Context: an optimization exercise on an open-source flow, tuned for small area, a short achievable clock period and few clock cycles per item. The choices shown serve that exercise and are no tape-out recipe.
RTL that was checked went through simulation tests only; none was proved equivalent to the original.
Power and IR drop assume default switching activity.

==> flow/design.v <==
`default_nettype none
package cpu_pkg;
    localparam logic [4:0] OPC_ALU  = 5'd0;
    localparam logic [4:0] OPC_J    = 5'd1;
    localparam logic [4:0] OPC_BNE  = 5'd2;
    localparam logic [4:0] OPC_JAL  = 5'd3;
    localparam logic [4:0] OPC_JR   = 5'd4;
    localparam logic [4:0] OPC_ADDI = 5'd5;
    localparam logic [4:0] OPC_BLT  = 5'd6;
    localparam logic [4:0] OPC_SW   = 5'd7;
    localparam logic [4:0] OPC_LW   = 5'd8;
endpackage
`default_nettype wire
`default_nettype none
module adder (
    input  wire [31:0]  x,
    input  wire [31:0]  y,
    input  wire         cin,
    output logic [31:0] sum
);
    logic [31:0] g, p, gn, pn;
    logic [31:0] carry;
    always_comb begin
        g = x & y;
        p = x ^ y;
        g[0] = g[0] | (p[0] & cin);
        for (int l = 0; l < 5; l++) begin
            gn = g;
            pn = p;
            for (int i = 0; i < 32; i++) begin
                if (((i >> l) & 1) == 1) begin
                    gn[i] = g[i] | (p[i] & g[((i >> l) << l) - 1]);
                    pn[i] = p[i] & p[((i >> l) << l) - 1];
                end
            end
            g = gn;
            p = pn;
        end
        carry = {g[30:0], cin};
    end
    assign sum = x ^ y ^ carry;
endmodule
module alu (
    input  wire [31:0]  a,
    input  wire         right,    
    input  wire [4:0]   shamt,
    output logic [31:0] sh_right,
    output logic [31:0] sh_left
);
    logic [31:0] sh_in;
    logic        fill;
    assign fill = right & a[31];
    always_comb begin
        for (int i = 0; i < 32; i++) begin
            sh_in[i]   = right ? a[i] : a[31-i];
            sh_left[i] = sh_right[31-i];
        end
    end
    assign sh_right = 32'($signed({fill, sh_in}) >>> shamt);
endmodule
`default_nettype wire
`default_nettype none
module execute_stage (
    input  wire [31:0] pc,
    input  wire [31:0] ir,
    input  wire [31:0] rs_val,
    input  wire [31:0] rb_val,    
    output logic [31:0] npc,
    output logic        we,
    output logic [4:0]  wreg,
    output logic        is_lw,
    output logic        is_sw,
    output logic [31:0] o
);
    logic [4:0]  opc;
    logic [4:0]  fn;
    logic [31:0] imm;
    logic [31:0] pc1;
    logic [31:0] x, y, sum;
    logic [31:0] sh_right, sh_left;
    logic        use_reg, use_pc, fn_sub, cin;
    logic        en_sum, en_and, en_or, en_sll, en_sra, en_jal;
    logic        is_j, is_jr, is_bne, is_blt, taken;
    logic        eq, lt;
    assign opc = ir[31:27];
    assign fn  = ir[6:2];
    assign imm = {{15{ir[16]}}, ir[16:0]};
    assign pc1 = pc + 32'd1;
    assign use_reg = !(opc[3] | opc[2] | opc[1]);
    assign use_pc  = opc[1] & !opc[0];
    assign fn_sub  = fn[0];
    assign x   = use_pc ? pc : rs_val;
    assign y   = use_reg ? (rb_val ^ {32{fn_sub}}) : imm;
    assign cin = use_reg ? fn_sub : use_pc;
    adder u_adder (.x(x), .y(y), .cin(cin), .sum(sum));
    alu u_alu (
        .a        (rs_val),
        .right    (fn[0]),
        .shamt    (ir[11:7]),
        .sh_right (sh_right),
        .sh_left  (sh_left)
    );
    assign en_jal = opc[1] & opc[0] & !opc[2];
    assign en_sum = !en_jal & (!use_reg | (fn[4:1] == 4'd0));
    assign en_and = use_reg & (fn == 5'd2);
    assign en_or  = use_reg & (fn == 5'd3);
    assign en_sll = use_reg & (fn == 5'd4);
    assign en_sra = use_reg & (fn == 5'd5);
    assign o = ({32{en_sum}} & sum)
             | ({32{en_and}} & (rs_val & rb_val))
             | ({32{en_or}}  & (rs_val | rb_val))
             | ({32{en_sll}} & sh_left)
             | ({32{en_sra}} & sh_right)
             | ({32{en_jal}} & pc1);
    assign is_j   = (opc[4:2] == 3'd0) & opc[0];     
    assign is_jr  = (opc == cpu_pkg::OPC_JR);
    assign is_bne = (opc == cpu_pkg::OPC_BNE);
    assign is_blt = (opc == cpu_pkg::OPC_BLT);
    assign eq    = (rb_val == rs_val);
    assign lt    = $signed(rb_val) < $signed(rs_val);
    assign taken = (is_bne & !eq) | (is_blt & lt);
    assign npc   = taken ? sum : is_jr ? rb_val : is_j ? {5'd0, ir[26:0]} : pc1;
    assign we    = (opc == cpu_pkg::OPC_ALU) || (opc == cpu_pkg::OPC_ADDI) || (opc == cpu_pkg::OPC_LW) || (opc == cpu_pkg::OPC_JAL);
    assign wreg  = en_jal ? 5'd31 : ir[26:22];
    assign is_lw = (opc == cpu_pkg::OPC_LW);
    assign is_sw = (opc == cpu_pkg::OPC_SW);
endmodule
`default_nettype wire
`default_nettype none
module mem_wb_stage (
    input  wire         clock,
    input  wire         arst_n,
    input  wire         we_in,
    input  wire [4:0]   wreg_in,
    input  wire         lw_in,
    input  wire         sw_in,
    input  wire [31:0]  o_in,
    input  wire [31:0]  b_in,
    input  wire [31:0]  q_dmem,
    output logic [31:0] address_dmem,
    output logic [31:0] data,
    output logic        wren,
    output logic        ctrl_write_enable,
    output logic [4:0]  ctrl_write_reg,
    output logic [31:0] data_write_reg
);
    logic        m_we, m_lw, m_sw;
    logic [4:0]  m_reg;
    logic [31:0] m_o, m_b;
    always_ff @(posedge clock or negedge arst_n) begin
        if (!arst_n) begin
            m_we <= 1'b0;
            m_lw <= 1'b0;
            m_sw <= 1'b0;
        end else begin
            m_we <= we_in;
            m_lw <= lw_in;
            m_sw <= sw_in;
        end
    end
    always_ff @(posedge clock) begin
        m_reg <= wreg_in;
        m_o   <= o_in;
        m_b   <= b_in;
    end
    assign address_dmem      = m_o;
    assign data              = m_b;
    assign wren              = m_sw;
    assign ctrl_write_enable = m_we;
    assign ctrl_write_reg    = m_reg;
    assign data_write_reg    = m_lw ? q_dmem : m_o;
endmodule
`default_nettype wire
`default_nettype none
`timescale 1ns/1ps
module pipeline_cpu (
    input  wire         clock,
    input  wire         arst_n,
    output logic [31:0] address_imem,
    input  wire  [31:0] q_imem,
    output logic [31:0] address_dmem,
    output logic [31:0] data,
    output logic        wren,
    input  wire  [31:0] q_dmem,
    output logic        ctrl_write_enable,
    output logic [4:0]  ctrl_write_reg,
    output logic [4:0]  ctrl_read_reg_a,
    output logic [4:0]  ctrl_read_reg_b,
    output logic [31:0] data_write_reg,
    input  wire  [31:0] data_read_reg_a,
    input  wire  [31:0] data_read_reg_b
);
    logic [31:0] pc;
    logic [31:0] npc;
    logic        we, is_lw, is_sw;
    logic [4:0]  wreg;
    logic [31:0] o;
    always_ff @(posedge clock or negedge arst_n) begin
        if (!arst_n) pc <= '0;
        else         pc <= npc;
    end
    assign address_imem    = pc;
    assign ctrl_read_reg_a = q_imem[21:17];
    assign ctrl_read_reg_b = (q_imem[29] | q_imem[28]) ? q_imem[26:22] : q_imem[16:12];
    execute_stage u_execute_stage (
        .pc     (pc),
        .ir     (q_imem),
        .rs_val (data_read_reg_a),
        .rb_val (data_read_reg_b),
        .npc    (npc),
        .we     (we),
        .wreg   (wreg),
        .is_lw  (is_lw),
        .is_sw  (is_sw),
        .o      (o)
    );
    mem_wb_stage u_mem_wb_stage (
        .clock             (clock),
        .arst_n            (arst_n),
        .we_in             (we),
        .wreg_in           (wreg),
        .lw_in             (is_lw),
        .sw_in             (is_sw),
        .o_in              (o),
        .b_in              (data_read_reg_b),
        .q_dmem            (q_dmem),
        .address_dmem      (address_dmem),
        .data              (data),
        .wren              (wren),
        .ctrl_write_enable (ctrl_write_enable),
        .ctrl_write_reg    (ctrl_write_reg),
        .data_write_reg    (data_write_reg)
    );
endmodule
`default_nettype wire
make LEC_CHECK=0 CAP_MARGIN=20 CORE_MARGIN=2 CORE_UTILIZATION=40 PLACE_DENSITY=0.6 SETUP_SLACK_MARGIN=4 SLEW_MARGIN=20 finish   # period 8.5 ns
run.sh (not shown) runs the stock make flow with config.mk's settings and CLKGATE_MAP_FILE= SYNTH_SCRIPT=/design/flow/synth_recipe.tcl, a recipe that flattens the netlist after the stock synthesis.
Testbench counts at the start, summed over its fixed seeds: cycles 9,364, instrs 9,364.
Change:
--- a/flow/design.v
+++ b/flow/design.v
@@ -13,32 +13,4 @@
 `default_nettype wire
 `default_nettype none
-module adder (
-    input  wire [31:0]  x,
-    input  wire [31:0]  y,
-    input  wire         cin,
-    output logic [31:0] sum
-);
-    logic [31:0] g, p, gn, pn;
-    logic [31:0] carry;
-    always_comb begin
-        g = x & y;
-        p = x ^ y;
-        g[0] = g[0] | (p[0] & cin);
-        for (int l = 0; l < 5; l++) begin
-            gn = g;
-            pn = p;
-            for (int i = 0; i < 32; i++) begin
-                if (((i >> l) & 1) == 1) begin
-                    gn[i] = g[i] | (p[i] & g[((i >> l) << l) - 1]);
-                    pn[i] = p[i] & p[((i >> l) << l) - 1];
-                end
-            end
-            g = gn;
-            p = pn;
-        end
-        carry = {g[30:0], cin};
-    end
-    assign sum = x ^ y ^ carry;
-endmodule
 module alu (
     input  wire [31:0]  a,
@@ -89,9 +61,9 @@
     assign use_reg = !(opc[3] | opc[2] | opc[1]);
     assign use_pc  = opc[1] & !opc[0];
-    assign fn_sub  = fn[0];
+    assign fn_sub  = (fn == 5'd1);
     assign x   = use_pc ? pc : rs_val;
     assign y   = use_reg ? (rb_val ^ {32{fn_sub}}) : imm;
     assign cin = use_reg ? fn_sub : use_pc;
-    adder u_adder (.x(x), .y(y), .cin(cin), .sum(sum));
+    assign sum = x + y + {31'd0, cin};
     alu u_alu (
         .a        (rs_val),
The changed run completed with no timing, DRC or antenna violations.
Synthesized cell count increases by 5.4%.
Area after synthesis grows by about 4.5%.
Cell area is higher by about 2.8%.
Combinational power rose by about 10%.
Maximum frequency went down by about 0.9%.
Setup slack got worse by 0.041 ns.
Sequential cell count does not change.
Power came out higher by 9.4%.
Via count grows by 3.1%.
First-iteration DRC count went down by about 1.8%.
Global-route usage goes down by 0.80 points.
Routed wire length rises by about 1.6%.
For the second run of this note, only the layout was checked, not whether the RTL still works.

## port drivers added, routing unchanged
In the flow no input, the clock included, has a driving cell. The finished layouts below were timed again as built, in two steps. Step 1 assumes that a clkbuf_16 drives the clock port and a buf_2 every other input. Step 2 adds t to the input delays and takes it off the output delays; t is the mean of the earliest and latest rising clock arrival at the registers after step 1. Input paths then give back, and output paths get back, about the clock's delay inside the block. Three values: no drivers, after step 1, after step 2; two values: the first two.
run | shift t [ns] | setup WS [ns] | slew at the worst register clock pin (ns)
the first run | 0.423 | 3.852 / 3.840 / 3.433 | 0.10 / 0.10
the second run | 0.436 | 3.811 / 3.786 / 3.350 | 0.09 / 0.09
After both steps every run listed still meets setup and hold. For the second run, which loses most, drivers alone change the setup slack by -0.025 ns; drivers and shift together by -0.461 ns.
